This is an optimization exercise on Yosys and OpenROAD, whose aim is small area and a short achievable clock period, not a production implementation.
Function was not checked in any run shown here: the RTL went through the layout flow alone.
No activity file was given, so power comes from the tool's default toggle rates.

==> flow/design.v, too long to show whole: its modules and the start of the top module <==
// module g_ao22: 3 lines
// module g_aoi21: 3 lines
// module g_inv: 3 lines
// module g_nand2: 3 lines
// module g_nand2b: 3 lines
// module g_nor2: 3 lines
// module g_oai21: 3 lines
// module g_xnor2: 3 lines
// module g_xor2: 3 lines
// module doubling_adder_top: 2058 lines
module doubling_adder_top (
  input  logic                  clk,
  input  logic                  arst_n,
  input  logic                  in_valid,
  input  logic [64-1:0] a,
  input  logic [64-1:0] b,
  input  logic                  cin,
  output logic [64:0]   sum,
  output logic                  out_valid
);
  // ...
==> flow/flow/run.sh <==
#!/bin/bash
# Layout flow: the standard flow (standard.sh, unchanged synthesis) with
#  - the port buffers of buffer_ports set to the smallest buffer, which
#    repair_timing then sizes up where timing needs it (every port still gets
#    its own buffer);
#  - clock tree synthesis with larger sink clusters, mid-size clock buffers and
#    no dummy loads.
set -euo pipefail
bash standard.sh finish BUFFER_PORTS_ARGS="-buffer_cell sky130_fd_sc_hd__buf_1" \
  CTS_ARGS="-sink_clustering_enable -repair_clock_nets -dont_use_dummy_load -sink_clustering_size 24 -buf_list sky130_fd_sc_hd__clkbuf_8" \
  > standard_flow.log 2>&1
==> flow/standard.sh <==
#!/bin/bash
# synth_recipe.tcl (not shown) runs the flow's synth.tcl, then flattens the netlist and writes it again
# the make line also repeats each setting of config.mk as NAME=value (left out here)
make -C /OpenROAD-flow-scripts/flow DESIGN_CONFIG=/design/flow/config.mk WORK_HOME=/design/flow/orfs CLKGATE_MAP_FILE= SYNTH_SCRIPT=/design/flow/synth_recipe.tcl "${@:-finish}"
==> flow/config.mk <==
export PLATFORM = sky130hd
export DESIGN_NAME = doubling_adder_top
export DESIGN_NICKNAME = doubling_adder_top
export VERILOG_FILES = /design/flow/design.v
export SDC_FILE = /design/flow/constraint.sdc
export NUM_CORES = 4
export LEC_CHECK = 0
export CAP_MARGIN = 20
export CORE_MARGIN = 2
export CORE_UTILIZATION = 50
export HOLD_SLACK_MARGIN = 0.05
export SETUP_SLACK_MARGIN = 1.6
export SLEW_MARGIN = 20
export SYNTH_HIERARCHICAL = 1
export SYNTH_MINIMUM_KEEP_SIZE = 0
==> flow/constraint.sdc <==
create_clock -name core_clock -period 3.2 [get_ports {clk}]
set_input_delay 0.6400 -clock core_clock [delete_from_list [all_inputs] [get_ports {clk}]]
set_output_delay 0.6400 -clock core_clock [all_outputs]
set_load 0.01 [all_outputs]
==> metrics.md, run 1 <==
| Metric | Value |
|---|---|
| Initial antenna violation count | 0 |
| Pint | 3.50 mW |
| CP Cell Sequence | buf_2 |
| GR met3 Demand/Resource | 0.0419 |
| Minimum clock period | around 1600 ps |
| Outcome | complete, no violations |
| FFs & Latches | 138 |
| Vias | 7,713 |
| WL/cell | 13.3 µm |
| Postcts setup bufs | 24 |
| Routed length on met1 | approximately 9700 µm |
| Clock skew | 18.1 ps |
| R2r startpoint | g_q[0] |
| P_clk | 1.00 mW |
| Clock latency (worst-skew pair) | 430 ps |
| CTS Buffer Depth | 2 |
| Pwr top | registers |
| Cts bufs inserted | 17 |
| Endpoints failing hold | 0 |
| Core region area | 16,500 µm² |
| Residual DRC | 0 |
| Share of layout cells above drive strength 1 | 0.196 |
| Largest net degree at the start of global routing | 67 |
| TNS Setup | 0 ps |
| Max VDD drop | around 0.00023 V |
| Top_reg_cell synth | dfxtp_1 |
| Switching Power | 1.73 mW |
| P_seq | 2.34 mW |
| Clock share of power | 0.192 |
| Combinational Power | around 1.9 mW |
| CTS clock-pin slew for the worst setup and hold paths | 70 ps |
| CTS Root Cell | clkbuf_8 |
| Fill count | 1,523 |
==> run 2: changes to the inputs <==
--- a/flow/config.mk
+++ b/flow/config.mk
@@ -7,7 +7,7 @@
 export LEC_CHECK = 0
 export CAP_MARGIN = 20
 export CORE_MARGIN = 2
-export CORE_UTILIZATION = 50
+export CORE_UTILIZATION = 65
 export HOLD_SLACK_MARGIN = 0.05
 export SETUP_SLACK_MARGIN = 1.6
 export SLEW_MARGIN = 20
==> run 2 against run 1 <==
Against the previous run: critical path type unchanged; sequential power grew 2%; setup slack lost 9.9 ps; largest cell class unchanged; fmax shrank 0.60%; clock power is essentially flat; clock skew grew 8.0 ps; hold slack gained 17 ps; global-route usage grew 7.6 points; highest routed layer unchanged.
==> metrics.md, run 2 <==
| Metric | Value |
|---|---|
| Outcome | complete, no violations (unchanged) |
| Most frequent cells in the layout | nor2_1, nand2_1, buf_1, xor2_1, o21ai_1 (unchanged) |
| Fill count | 831 (was 1,523) |
| CTS clock-pin slew for the worst setup and hold paths | 80 ps (was 70 ps) |
| # IOs | 198 (unchanged) |
| Routed length on met1 | 9270 µm (was 9700 µm) |
| Cts bufs inserted | 17 (unchanged) |
| CP Class | reg2out (unchanged) |
| Max reg flops | 65 (unchanged) |
| Clock latency (worst-skew pair) | 440 ps (was 430 ps) |
| Async SR Flop Fraction | 0.486 (unchanged) |
| Most common cell after layout, fill and taps aside | nor2_1 (unchanged) |
| Final setup margin | 1550 ps (was 1560 ps) |
| Crit Path Max Fanout | 1 (was 2) |
| GPL Wtd Cong | 0.967 (was 0.901) |
| Count leader, synth | nor2_1 (unchanged) |
| Detailed placement HPWL | 16,200 µm (was 15,900 µm) |
| Fmax | 608 MHz (was 611 MHz) |
| Top_reg_cell synth | dfxtp_1 (unchanged) |
| Design Area, Final | 10,300 µm² (was 10,500 µm²) |
| CP Cell Sequence | buf_1 (was buf_2) |
| Combinational Power Share | 0.357 (was 0.361) |
| N_diodes | 0 (unchanged) |
| Endpoints failing hold | 0 (unchanged) |
| Syn_area_per_cell | 7.98 µm² (unchanged) |
| Pre-antenna DRT Iters | 6 (was 5) |
| Crit path launch type | register (unchanged) |
| Fin cells | 1,492 (was 1,550) |
| Synth Register Bits | 138 (unchanged) |
| Worst slew pin tran | 730 ps (was 716 ps) |
| Tcrit/Tclk final | 0.514 (was 0.511) |
| Post-synth EDFFs | 0 (unchanged) |
| Crit path max-delay cell type | dfrtp_1 (unchanged) |
| DP Cell Count | 1,422 (was 1,470) |
| Max VDD drop | 0.000303 V (was 0.000231 V) |
| Top sig layer | met4 (unchanged) |
| Final setup viols | 0 (unchanged) |
| CTS H-tree depth | 4 (unchanged) |
| Chip width | 117 µm (was 133 µm) |
| Die height | 117 µm (was 133 µm) |
| Largest cells by area after synthesis | dfrtp_1, dfxtp_1, xor2_1, nor2_1, a21oi_2 (unchanged) |
| Buf/Inv on CP | 1 (unchanged) |
| Met2 routed WL | 11,100 µm (was 9570 µm) |
| Clock skew | 26.0 ps (was 18.1 ps) |
| Peak per-stage delay on the critical path | 380 ps (was 420 ps) |
| Critical Path End Type | output port (unchanged) |
| Largest net degree at the start of global routing | 41 (was 67) |
| WL/cell | 15.1 µm (was 13.3 µm) |
| Hold slack | 254 ps (was 237 ps) |
| Synth Cell Area | 8370 µm² (unchanged) |
| Routed wire length | 22,500 µm (was 20,600 µm) |
| Seq/Total Area, Yosys | 0.370 (unchanged) |
| Syn-to-layout area delta | 23.1% (was 24.9%) |
| Max-cap viol count | 0 (unchanged) |
| Initial antenna violation count | 0 (unchanged) |
| Top cells by count, synth | nor2_1, nand2_1, xor2_1, o21ai_1, a21oi_2 (unchanged) |
| Sw Ratio | 0.345 (was 0.331) |
| Number of global-route vias before repair | 7,784 (was 7,103) |
| Slew headroom | 0.513 (was 0.522) |
| Total design power | 5.29 mW (was 5.23 mW) |
| Starting Density | 0.663 (was 0.508) |
| Largest delay share family, worst path | flip-flops (unchanged) |
| Flop pwr share | 0.449 (was 0.448) |
| Pwr dens | 514 nW/µm² (was 500 nW/µm²) |
| Pint | 3.47 mW (was 3.50 mW) |
| Total die area | 13,800 µm² (was 17,800 µm²) |
| CTS tree | built (unchanged) |
| Yosys cell types | 11 (unchanged) |
| Post-place setup slack | 711 ps (was 912 ps) |
| First-pass GRT wire length | 34,300 µm (was 33,000 µm) |
| TNS Setup | 0 ps (unchanged) |
| Total leakage power | 4.49 nW (was 4.55 nW) |
| Share of layout cells above drive strength 1 | 0.192 (was 0.196) |
| Vias | 8,243 (was 7,713) |
| Arr. time, crit path | 1010 ps (was 1000 ps) |
| Max-slew violation count | 0 (unchanged) |
| GRT Total Usage | 0.305 (was 0.229) |
| Post-CTS Hold Fix Bufs | 0 (unchanged) |
| Core region area | 12,600 µm² (was 16,500 µm²) |
| Grt ovf | 0 (unchanged) |
| Switching Power | 1.83 mW (was 1.73 mW) |
| Top reg by flops | sum (unchanged) |
| Top flop regs | sum: 65 flops, s_q: 64 flops, g_q: 4 flops (unchanged) |
| IO Port Bufs | 197 (unchanged) |
| Top cell type's share of synthesized area | 0.200 (unchanged) |
| Post-Syn Instances | 1,049 (unchanged) |
| YS warnings | 7 (unchanged) |
| Initial DRC Count | 636 (was 416) |
| Area of the multi-input gates | 5270 µm² (was 5250 µm²) |
| Dpl cell area | 9420 µm² (was 9480 µm²) |
| CP required | 2560 ps (about the same) |
| Mapped Nets | 1,181 (unchanged) |
| Layout Nets | 1,454 (was 1,464) |
| Wire length on met3 | 1300 µm (was 969 µm) |
| Clock Sinks | 138 (unchanged) |
| Hold Crit Class | in2async (unchanged) |
| Cell accounting for the most synthesized area | dfrtp_1 (unchanged) |
| Unrepaired setup endpoints after global routing | true (unchanged) |
| Residual DRC | 0 (unchanged) |
| Routed Antenna Nets | 0 (unchanged) |
| # rows | 41 (was 47) |
| Clock share of power | 0.194 (was 0.192) |
| Vias/cell | 5.52 (was 4.98) |
| Final core utilization | 0.816 (was 0.635) |
| Sequential Area | 3110 µm² (was 3100 µm²) |
| CTS Root Cell | clkbuf_8 (unchanged) |
| CTS Buffer Depth | 2 (unchanged) |
| Minimum clock period | 1650 ps (was 1640 ps) |
==> run 2: cell count changes in the layout (fill, tap and decap cells not counted), sizes merged <==
cell      before  now
clkinvlp       3    1
buf          228  219
clkbuf        51   52
==> run 2: power by group through the flow <==
stage | sequential [mW] | clock [mW] | combinational, mW
floorplan | 2.41 | 0 | 0.967
global placement | 2.37 | 0 | 1.48
detailed placement | 2.38 | 0 | 1.52
CTS | 2.35 | 1.03 | 1.68
global route | 2.40 | 1.12 | 2.05
finish | 2.38 | 1.03 | 1.89
==> run 2: cell families after synthesis <==
kind of cell / share of synthesized area
simple gates: 0.205
compound gates: 0.228
xor+xnor: 0.181
buf+inv: 0.0157
flops: 0.370
==> run 2: per-module statistics from Yosys, one instance, submodules excluded <==
module / times used / cells inside
g_nand2b: 30 / 1
g_nand2: 178 / 1
g_inv: 35 / 1
g_oai21: 110 / 1
g_aoi21: 90 / 1
g_xnor2: 61 / 1
g_ao22: 65 / 1
g_nor2: 230 / 1
doubling_adder_top: 1 / 138
g_xor2: 112 / 1
==> run 2: worst paths after layout <==
check	slack, ps	cells after the start	end	start
max reg2reg	1630	7	sum[25]	s_q[16]
min	250	1	out_valid	arst_n
max in group asynchronous	2260	2	valid_q	arst_n
max	1550	1	out_valid	out_valid
min in group core_clock	320	1	valid_q	in_valid
min reg2reg	460	1	sum[8]	s_q[8]
==> run 2: what timing repair did <==
action	4_1_cts	5_1_grt
resized for setup	52	51
pin swaps	2	2
buffers inserted	21	32
endpoints found under the setup margin	82	93
endpoints found under the hold margin	0	0
==> run 2: area by class of cell <==
type | count | area share
repair buffers | 254 | 0.131
clock buffers | 17 | 0.0227
flip-flops and latches | 138 | 0.301
multi-input cells | 876 | 0.511
inverters | 35 | 0.0131
well taps | 172 | 0.0209
==> run 2: routing by layer <==
| metal | track usage | up-vias |
|---|---|---|
| met4 | 0.135 | 0 |
| li1 | - | 4042 |
| met3 | 0.0625 | 74 |
| met5 | 0 | - |
| met2 | 0.532 | 318 |
| met1 | 0.363 | 3809 |

separate check: timing with driven ports:
How much do the figures lean on ideal ports? The routed layouts below were timed once more, with nothing changed but the port constraints.
Step 1 (the two cells are an assumption about what drives the block):
set clk [get_ports {clk}]
set_driving_cell -lib_cell sky130_fd_sc_hd__clkbuf_16 $clk
set_driving_cell -lib_cell sky130_fd_sc_hd__buf_2 [delete_from_list [all_inputs] $clk]
Step 2 adds t to the input delays and takes it off the output delays; t is the mean of the earliest and latest rising clock arrival at the registers after step 1. Input paths then give back, and output paths get back, about the clock's delay inside the block.
a / b / c = ideal ports / drivers / drivers and shift; a / b = the first two.
run	t (ns)	slack for setup (ns)	worst setup path at the end	slew at the worst register clock pin (ns)
run 1	0.457	1.564 / 1.529 / 1.234	input to register	0.07 / 0.07
run 2	0.464	1.554 / 1.518 / 1.178	input to register	0.08 / 0.08
After both steps setup and hold are still met in every run listed. The setup slack of run 2, which loses most, moves by -0.036 ns with the drivers and by -0.376 ns with both steps.
